This is an optimization exercise on Yosys and OpenROAD, whose aim is a short achievable clock period and few clock cycles, not a production implementation. No functional check of the RTL was part of this run. Power and IR drop assume default switching activity.

==> flow/design.v <==
`timescale 1ns/1ps
package rvPipePkg;
	localparam int xlen = 32;                  
	typedef logic [xlen-1:0] word_t;           
	typedef logic [4:0]      regAddr_t;        
	typedef logic [31:0]     instr_t;          
	typedef enum logic [3:0] {
		aluAdd, aluSub, aluAnd, aluOr,
		aluXor, aluSlt, aluSll, aluSrl
	} aluOp_t;
	typedef enum logic [1:0] {fwdFromReg, fwdFromEx, fwdFromMem, fwdFromWb} fwdSel_t;
	typedef enum logic [1:0] {wbFromAlu, wbFromPc4, wbFromLoad} wbSel_t;
	typedef enum logic [1:0] {pcSeq, pcBranch, pcJal} pcSel_t;
	localparam logic [6:0] opR      = 7'b0110011;
	localparam logic [6:0] opI      = 7'b0010011;
	localparam logic [6:0] opLoad   = 7'b0000011;
	localparam logic [6:0] opStore  = 7'b0100011;
	localparam logic [6:0] opBranch = 7'b1100011;
	localparam logic [6:0] opJal    = 7'b1101111;
	localparam instr_t nopInstr = 32'h0000_0013;    
	localparam word_t  resetPc  = 32'h0000_0000;
endpackage
`timescale 1ns/1ps
module regFile (
	input  logic        iCLK,
	input  logic        iRST,
	input  logic [4:0]  rs1,
	input  logic [4:0]  rs2,
	input  logic [4:0]  rd,
	input  logic [31:0] wdata,
	input  logic        we,              
	output logic [31:0] rdata1,
	output logic [31:0] rdata2
);
	logic [31:0] regs [0:31];
	logic [31:0] valid;
	always_ff @(posedge iCLK or posedge iRST)
	begin
		if (iRST)
			valid <= '0;
		else if (we)
			valid[rd] <= 1'b1;
	end
	always_ff @(posedge iCLK)
	begin
		if (we)
			regs[rd] <= wdata;
	end
	always_comb
	begin
		if (we && rd == rs1)
			rdata1 = wdata;
		else if (valid[rs1])
			rdata1 = regs[rs1];
		else
			rdata1 = 32'd0;
		if (we && rd == rs2)
			rdata2 = wdata;
		else if (valid[rs2])
			rdata2 = regs[rs2];
		else
			rdata2 = 32'd0;
	end
endmodule
`timescale 1ns/1ps
module rvPipeCore (
	input  logic        iCLK,
	input  logic        iRST,
	output logic [31:0] iAddr,
	input  logic [31:0] iData,
	output logic        dRead,
	output logic        dWrite,
	output logic [31:0] dAddr,
	output logic [31:0] dWdata,
	input  logic [31:0] dRdata
);
	localparam logic [6:0] opR      = 7'b0110011;
	localparam logic [6:0] opI      = 7'b0010011;
	localparam logic [6:0] opLoad   = 7'b0000011;
	localparam logic [6:0] opStore  = 7'b0100011;
	localparam logic [6:0] opBranch = 7'b1100011;
	localparam logic [6:0] opJal    = 7'b1101111;
	localparam int selAdd = 0, selSub = 1, selAnd = 2, selOr = 3, selXor = 4,
		selSlt = 5, selSll = 6, selSrl = 7;
	logic [31:0] pc;
	logic        idValid;
	logic [31:0] idInstr, idPc;
	logic        exWe, exLd, exSt, exBr, exPred, exBrInv;
	logic [4:0]  exRd;
	logic [31:0] exA, exB, exSd, exAlt;
	logic        exAMem, exAWb, exBMem, exBWb, exSdMem, exSdWb;
	logic [7:0]  exOp;
	logic        memWe, memLd, memSt;
	logic [4:0]  memRd;
	logic [31:0] memRes, memSd;
	logic        wbWe;
	logic [4:0]  wbRd;
	logic [31:0] wbRes;
	logic [6:0]  opcode;
	logic [2:0]  funct3;
	logic [4:0]  rs1, rs2, rd;
	logic        isR, isI, isLd, isSt, isBr, isJal;
	logic        useRs1, useRs2, writes;
	logic [31:0] immI, immS, immB, immJ;
	logic [31:0] rdata1, rdata2;
	logic [31:0] idTarget, idPc4;
	logic        predTaken;
	logic        stall, idRedirect;
	logic [7:0]  aluSel;
	logic        exMispredict;
	assign opcode = idInstr[6:0];
	assign funct3 = idInstr[14:12];
	assign rd     = idInstr[11:7];
	assign rs1    = idInstr[19:15];
	assign rs2    = idInstr[24:20];
	assign isR   = idValid && opcode == opR;
	assign isI   = idValid && opcode == opI;
	assign isLd  = idValid && opcode == opLoad;
	assign isSt  = idValid && opcode == opStore;
	assign isBr  = idValid && opcode == opBranch;
	assign isJal = idValid && opcode == opJal;
	assign useRs1 = (isR || isI || isLd || isSt || isBr) && rs1 != 5'd0;
	assign useRs2 = (isR || isSt || isBr) && rs2 != 5'd0;
	assign writes = (isR || isI || isLd || isJal) && rd != 5'd0;
	assign immI = {{20{idInstr[31]}}, idInstr[31:20]};
	assign immS = {{20{idInstr[31]}}, idInstr[31:25], idInstr[11:7]};
	assign immB = {{19{idInstr[31]}}, idInstr[31], idInstr[7], idInstr[30:25],
		idInstr[11:8], 1'b0};
	assign immJ = {{11{idInstr[31]}}, idInstr[31], idInstr[19:12], idInstr[20],
		idInstr[30:21], 1'b0};
	assign idTarget = idPc + (isJal ? immJ : immB);
	assign idPc4    = idPc + 32'd4;
	assign predTaken = isJal || (isBr && (idInstr[31] || (rs1 == rs2 && !funct3[0])));
	regFile uRegs (.iCLK, .iRST, .rs1, .rs2, .rd(wbRd), .wdata(wbRes), .we(wbWe),
		.rdata1, .rdata2);
	assign stall = exLd && ((useRs1 && rs1 == exRd) || (useRs2 && rs2 == exRd));
	assign idRedirect = predTaken && !stall;
	always_comb
	begin
		aluSel = 8'd0;
		if (isR || isI)
		begin
			case (funct3)
				3'b000:  aluSel[(isR && idInstr[30]) ? selSub : selAdd] = 1'b1;
				3'b001:  aluSel[selSll] = 1'b1;
				3'b010:  aluSel[selSlt] = 1'b1;
				3'b011:  aluSel[selAdd] = 1'b1;
				3'b100:  aluSel[selXor] = 1'b1;
				3'b101:  aluSel[selSrl] = 1'b1;
				3'b110:  aluSel[selOr]  = 1'b1;
				default: aluSel[selAnd] = 1'b1;
			endcase
		end
		else
			aluSel[selAdd] = 1'b1;         
	end
	logic [31:0] opA, opB, sdFwd;
	logic [31:0] sum, diff, aluOut;
	logic        brTaken;
	assign opA   = exAMem ? memRes : (exAWb ? wbRes : exA);
	assign opB   = exBMem ? memRes : (exBWb ? wbRes : exB);
	assign sdFwd = exSdMem ? memRes : (exSdWb ? wbRes : exSd);
	assign sum  = opA + opB;
	assign diff = opA - opB;
	always_comb
	begin
		aluOut = 32'd0;
		if (exOp[selAdd]) aluOut = aluOut | sum;
		if (exOp[selSub]) aluOut = aluOut | diff;
		if (exOp[selAnd]) aluOut = aluOut | (opA & opB);
		if (exOp[selOr])  aluOut = aluOut | (opA | opB);
		if (exOp[selXor]) aluOut = aluOut | (opA ^ opB);
		if (exOp[selSlt]) aluOut = aluOut | {31'd0, (opA[31] ^ opB[31]) ? opA[31] : diff[31]};
		if (exOp[selSll]) aluOut = aluOut | (opA << opB[4:0]);
		if (exOp[selSrl]) aluOut = aluOut | (opA >> opB[4:0]);
	end
	assign brTaken      = (opA == opB) ^ exBrInv;
	assign exMispredict = exBr && (brTaken != exPred);
	always_ff @(posedge iCLK or posedge iRST)
	begin
		if (iRST)
		begin
			pc      <= 32'd0;
			idValid <= 1'b0;
		end
		else
		begin
			if (exMispredict)
			begin
				pc      <= exAlt;
				idValid <= 1'b0;
			end
			else if (!stall)
			begin
				pc      <= idRedirect ? idTarget : pc + 32'd4;
				idValid <= !idRedirect;
			end
		end
	end
	always_ff @(posedge iCLK)
	begin
		if (!stall)
		begin
			idInstr <= iData;
			idPc    <= pc;
		end
	end
	assign iAddr = pc;
	always_ff @(posedge iCLK or posedge iRST)
	begin
		if (iRST)
		begin
			exWe <= 1'b0;
			exLd <= 1'b0;
			exSt <= 1'b0;
			exBr <= 1'b0;
		end
		else
		begin
			exWe <= writes && !stall && !exMispredict;
			exLd <= isLd && !stall && !exMispredict;
			exSt <= isSt && !stall && !exMispredict;
			exBr <= isBr && !stall && !exMispredict;
		end
	end
	always_ff @(posedge iCLK)
	begin
		exRd    <= rd;
		exOp    <= aluSel;
		exPred  <= predTaken;
		exBrInv <= funct3[0];
		exAlt   <= predTaken ? idPc4 : idTarget;
		exA     <= isJal ? idPc : rdata1;
		exB     <= (isI || isLd) ? immI : (isSt ? immS : (isJal ? 32'd4 : rdata2));
		exSd    <= rdata2;
		exAMem  <= useRs1 && exWe && exRd == rs1;
		exAWb   <= useRs1 && memWe && memRd == rs1;
		exBMem  <= useRs2 && !isSt && exWe && exRd == rs2;
		exBWb   <= useRs2 && !isSt && memWe && memRd == rs2;
		exSdMem <= useRs2 && exWe && exRd == rs2;
		exSdWb  <= useRs2 && memWe && memRd == rs2;
	end
	always_ff @(posedge iCLK or posedge iRST)
	begin
		if (iRST)
		begin
			memWe <= 1'b0;
			memLd <= 1'b0;
			memSt <= 1'b0;
		end
		else
		begin
			memWe <= exWe;
			memLd <= exLd;
			memSt <= exSt;
		end
	end
	always_ff @(posedge iCLK)
	begin
		memRd  <= exRd;
		memRes <= aluOut;
		memSd  <= sdFwd;
	end
	assign dRead  = memLd;
	assign dWrite = memSt;
	assign dAddr  = memRes;
	assign dWdata = memSd;
	always_ff @(posedge iCLK or posedge iRST)
	begin
		if (iRST)
			wbWe <= 1'b0;
		else
			wbWe <= memWe;
	end
	always_ff @(posedge iCLK)
	begin
		wbRd  <= memRd;
		wbRes <= memLd ? dRdata : memRes;
	end
endmodule
==> flow/run.sh <==
#!/bin/bash
# synth_recipe.tcl (not shown) runs the flow's synth.tcl, then flattens the netlist and writes it again
# the make line also repeats each setting of config.mk as NAME=value (left out here)
make -C /OpenROAD-flow-scripts/flow DESIGN_CONFIG=/design/flow/config.mk WORK_HOME=/design/flow/orfs CLKGATE_MAP_FILE= SYNTH_SCRIPT=/design/flow/synth_recipe.tcl finish
==> flow/config.mk <==
export PLATFORM = sky130hd
export DESIGN_NAME = rvPipeCore
export DESIGN_NICKNAME = rvPipeCore
export VERILOG_FILES = /design/flow/design.v
export SDC_FILE = /design/flow/constraint.sdc
export NUM_CORES = 4
export LEC_CHECK = 0
export ABC_CLOCK_PERIOD_IN_PS = 3000
export CAP_MARGIN = 20
export CORE_MARGIN = 2
export CORE_UTILIZATION = 25
export PLACE_DENSITY = 0.4
export SETUP_SLACK_MARGIN = 5
export SLEW_MARGIN = 20
==> flow/constraint.sdc <==
create_clock -name core_clock -period 11.0 [get_ports {iCLK}]
set_input_delay 2.2000 -clock core_clock [delete_from_list [all_inputs] [get_ports {iCLK}]]
set_output_delay 2.2000 -clock core_clock [all_outputs]
set_load 0.01 [all_outputs]
==> results_dict.tcl <==
set metrics [dict create \
    hold_end "memRd[2]$_DFF_P_" \
    nets 5367 \
    clk_pin_slew_ns 0.06 \
    fin_crit_sh_pct 50.76 \
    track_usage_pct 19.05 \
    numCtsBuffers 173 \
    synth_top_cell_by_area "edfxtp_1" \
    min_path_type "reg2reg" \
    routabilityCongestion 0.9314 \
    final-max-slew-violation-count 0 \
    synth.distinct_cells 95 \
    num_rows 198 \
    final_cells 9203 \
    cp-startpoint "exBWb$_DFF_P_" \
    cts_max_path_buffers 4 \
    dieArea_sq_mm 0.2972 \
    portBuffers 163 \
    cts_root_buf "clkbuf_16" \
    endpoint_kind "flop" \
    drv_cap 0 \
    grt_first_pass_wirelength_um 403400 \
    drcViolationCount 0 \
    die_w_um 545.1 \
    die_h_um 545.1 \
    viasPerCell 5.190 \
    wl_per_cell_um 31.56 \
    grt_pass1_vias 48733 \
    hp-start "exRd[2]$_DFF_P_" \
    met1_usage_pct 25.56 \
    async_flop_share_pct 5.119 \
    ys_ff_latch 1426 \
    syn-cell-area_sq_mm 0.07321 \
    crit_slowest_cell "buf_4" \
    floorplan.core_area_sq_mm 0.2911 \
    timing.rr.start "exBWb$_DFF_P_" \
    criticalPathCategory "reg2reg" \
    ys_warn_count 2 \
    met2_usage_pct 31.60 \
    irDropWorstVdd_mv 0.1150 \
    tns_ns 0 \
    final.setup_skew_ns 0.06737 \
    drt-initial-drc-count 4547 \
    final-hold-violation-count 0 \
    num_vias 47765 \
    htreeDepth 4 \
    place_inst 8890 \
    crit_arrival_ns 6.30 \
    fillers 29121 \
    fmax_mhz 179.1 \
    whs_path_depth 0 \
    cp-start-kind "flop" \
    power_density_mw_per_mm2 168.4 \
    clkLatencyLatePin_ns 0.86 \
    rr_worst_depth 18 \
    top_usage_layer "met2" \
    cp.depth 18 \
    crit_family "compound AO/OA/AOI/OAI gates" \
    grt_use_met3_pct 2.532 \
    postCtsSetupBuffers 0 \
    synth_cells 5042 \
    crit_chain "buf_4, mux2i_1, o21a_2, buf_4, ha_1, or3_4, o221ai_4, a221oi_2, o211ai_2, a21oi_1, o41a_1, o22ai_1, o22ai_1, fa_1, nand2_1, o2111ai_1, a221oi_1, o21ai_0" \
    antenna_found_initial 11 \
    syn_nets 5244 \
    synth_top_area_share_pct 44.63 \
    synthTopCellsByCount "1088 x edfxtp_1, 654 x mux4_2, 407 x nand2_1" \
    hpwl_um 186300 \
    r2r-end "memRes[0]$_DFF_P_" \
    tritoncts "yes" \
    postCtsHoldBufs 0 \
    status "finished clean" \
    area_growth_pct 16.26 \
    slew_headroom_pct 23.61 \
    post_synth.cell_area_avg_sq_um 14.52 \
    ctsResizeCount 0 \
    synth_most_common_cell "edfxtp_1" \
    path_buf_inv 2 \
    synthTopCellsByArea "edfxtp_1 45%, mux4_2 20%, dfxtp_1 7.2%" \
    routed_wl_um 290400 \
    ys_dominant_reg_cell "edfxtp_1" \
    synth_seq_area_share_pct 54.37 \
    worst_slew_pin_slew_ns 1.142 \
    fin_crit_ns 5.584 \
    ff2ff_setup_slack_ns 5.42 \
    dr.pass1.iters 9 \
    finalSetupViolations 0 \
    p_leak_nw 28.89 \
    pin_count 164 \
    drive_gt1_share_pct 22.62 \
    synth_edf_count 1088 \
    cp_data_required_time_ns 11.72 \
    crit_fanout 60 \
    cpPeakStageDelay_ns 0.61 \
    gr-total-overflow 0 \
    final_antenna_net_count 0 \
    cts.sinks 1426 \
    grt_max_degree 100 \
    initial_core_util_pct 25.15 \
    rsz0062_at_grt "false" \
]
## final cells by class
| cell class | count | area [sq um] | area share (%) |
|---|---|---|---|
| Multi-Input combinational cell | 3137 | 31690 | 37.24 |
| Inverter | 120 | 454.2 | 0.5337 |
| Antenna cell | 6 | 15.01 | 0.01764 |
| Clock buffer | 220 | 4638 | 5.450 |
| Clock inverter | 87 | 737.0 | 0.8659 |
| Sequential cell | 1426 | 39850 | 46.83 |
| Timing Repair Buffer | 307 | 2838 | 3.334 |
| Tap cell | 3900 | 4880 | 5.734 |
## cell families after synthesis
| kind of cell | count (synthesis) | synth area share [%] |
|---|---|---|
| compound gates | 942 | 8.513 |
| flops | 1426 | 54.37 |
| buf+inv | 479 | 2.738 |
| simple gates | 959 | 5.842 |
| mux | 994 | 24.90 |
| xor+xnor | 106 | 1.268 |
| fa+ha+maj | 136 | 2.365 |
## power by group
part / total [mW] / switching, mW / internal [mW]
sequential: 6.51 / 0.404 / 6.11
clock: 5.59 / 2.37 / 3.21
combinational: 2.23 / 1.32 / 0.910
total: 14.3 / 4.10 / 10.2
## worst max path at each step
| stage | slack [ns] | endpoint |
|---|---|---|
| floorplan | 6.16 | memRes[0]$_DFF_P_ |
| global placement | 5.44 | memRes[0]$_DFF_P_ |
| detailed placement | 5.49 | memRes[0]$_DFF_P_ |
| CTS | 5.51 | memRes[0]$_DFF_P_ |
| global route | 5.22 | memRes[0]$_DFF_P_ |
| finish | 5.42 | memRes[0]$_DFF_P_ |
## worst register-to-register path, stage by stage, from the launching register on
cell and delay, ns:
dfxtp_2 0.31, buf_4 0.50, mux2i_1 0.28, o21a_2 0.14, buf_4 0.61, ha_1 0.50
or3_4 0.39, o221ai_4 0.22, a221oi_2 0.18, o211ai_2 0.34, a21oi_1 0.15, o41a_1 0.44
o22ai_1 0.21, o22ai_1 0.17, fa_1 0.49, nand2_1 0.09, o2111ai_1 0.11, a221oi_1 0.23
o21ai_0 0.13
## layer usage
metal  share of wire, %  wire (um)  vias to the layer above
li1                   -          -                    20309
met1                 44     126700                    25425
met2                 48     139300                     1633
met3                4.9      14240                      396
met4                3.5      10090                        2
met5             0.0069         20                        -
## placed cells by master, fill, tap and decap left out, types with 114 or more instances in the layout
master and instances:
buf_4 134, ha_1 132, clkbuf_16 175, nand2_1 406
mux2i_1 283, edfxtp_1 1088, dfxtp_1 247, a21oi_1 221
inv_1 114, nor2_1 229, o21ai_0 211, clkdlybuf4s50_1 163
mux4_2 654
## through the flow
stage	area [sq um]	hold WS (ns)	worst slack (ns)	power, mW	util, %
final	85110	0.3922	5.416	14.33	29.24
after global routing	85100	0.3946	5.221	14.87	29.23
after CTS	85090	0.3940	5.512	14.48	29.23
after detailed placement	79720	0.3832	5.486	8.830	27.38
after global placement	79690	0.3824	5.436	8.849	27.38
after floorplan	73210	0.3312	6.159	7.790	-
## state kept, by name, summed over array words and instances, names as in the netlist, 5 cells and up, named ones only
register and flops:
uRegs.regs 1024, exA 32, exAlt 32, exB 32
exSd 32, idInstr 32, idPc 32, memRes 32
memSd 32, pc 32, uRegs.valid 32, wbRes 32
exOp 8, exRd 5, memRd 5, wbRd 5

[port drivers added, routing unchanged]
In the flow no input, the clock included, has a driving cell. The finished layout below was timed again as built, in two steps.
Step 1 (the two cells are an assumption about what drives the block):
set clk [get_ports {iCLK}]
set_driving_cell -lib_cell sky130_fd_sc_hd__clkbuf_16 $clk
set_driving_cell -lib_cell sky130_fd_sc_hd__buf_2 [delete_from_list [all_inputs] $clk]
Step 2 also shifts input and output timing later by t, the mid clock arrival at the registers, as if the neighbouring blocks saw the same clock.
Three values: ideal ports, drivers, drivers and shift; two values: the first two.
t (ns): 0.930
setup WS [ns]: 5.416 / 5.416 / 5.416
clock arrival spread, ns: 0.093 / 0.093
cell pins on the clock port's net: 1
After both steps this run still meets setup and hold. For this run, drivers alone change the setup slack by 0.000 ns; drivers and shift together by 0.000 ns.
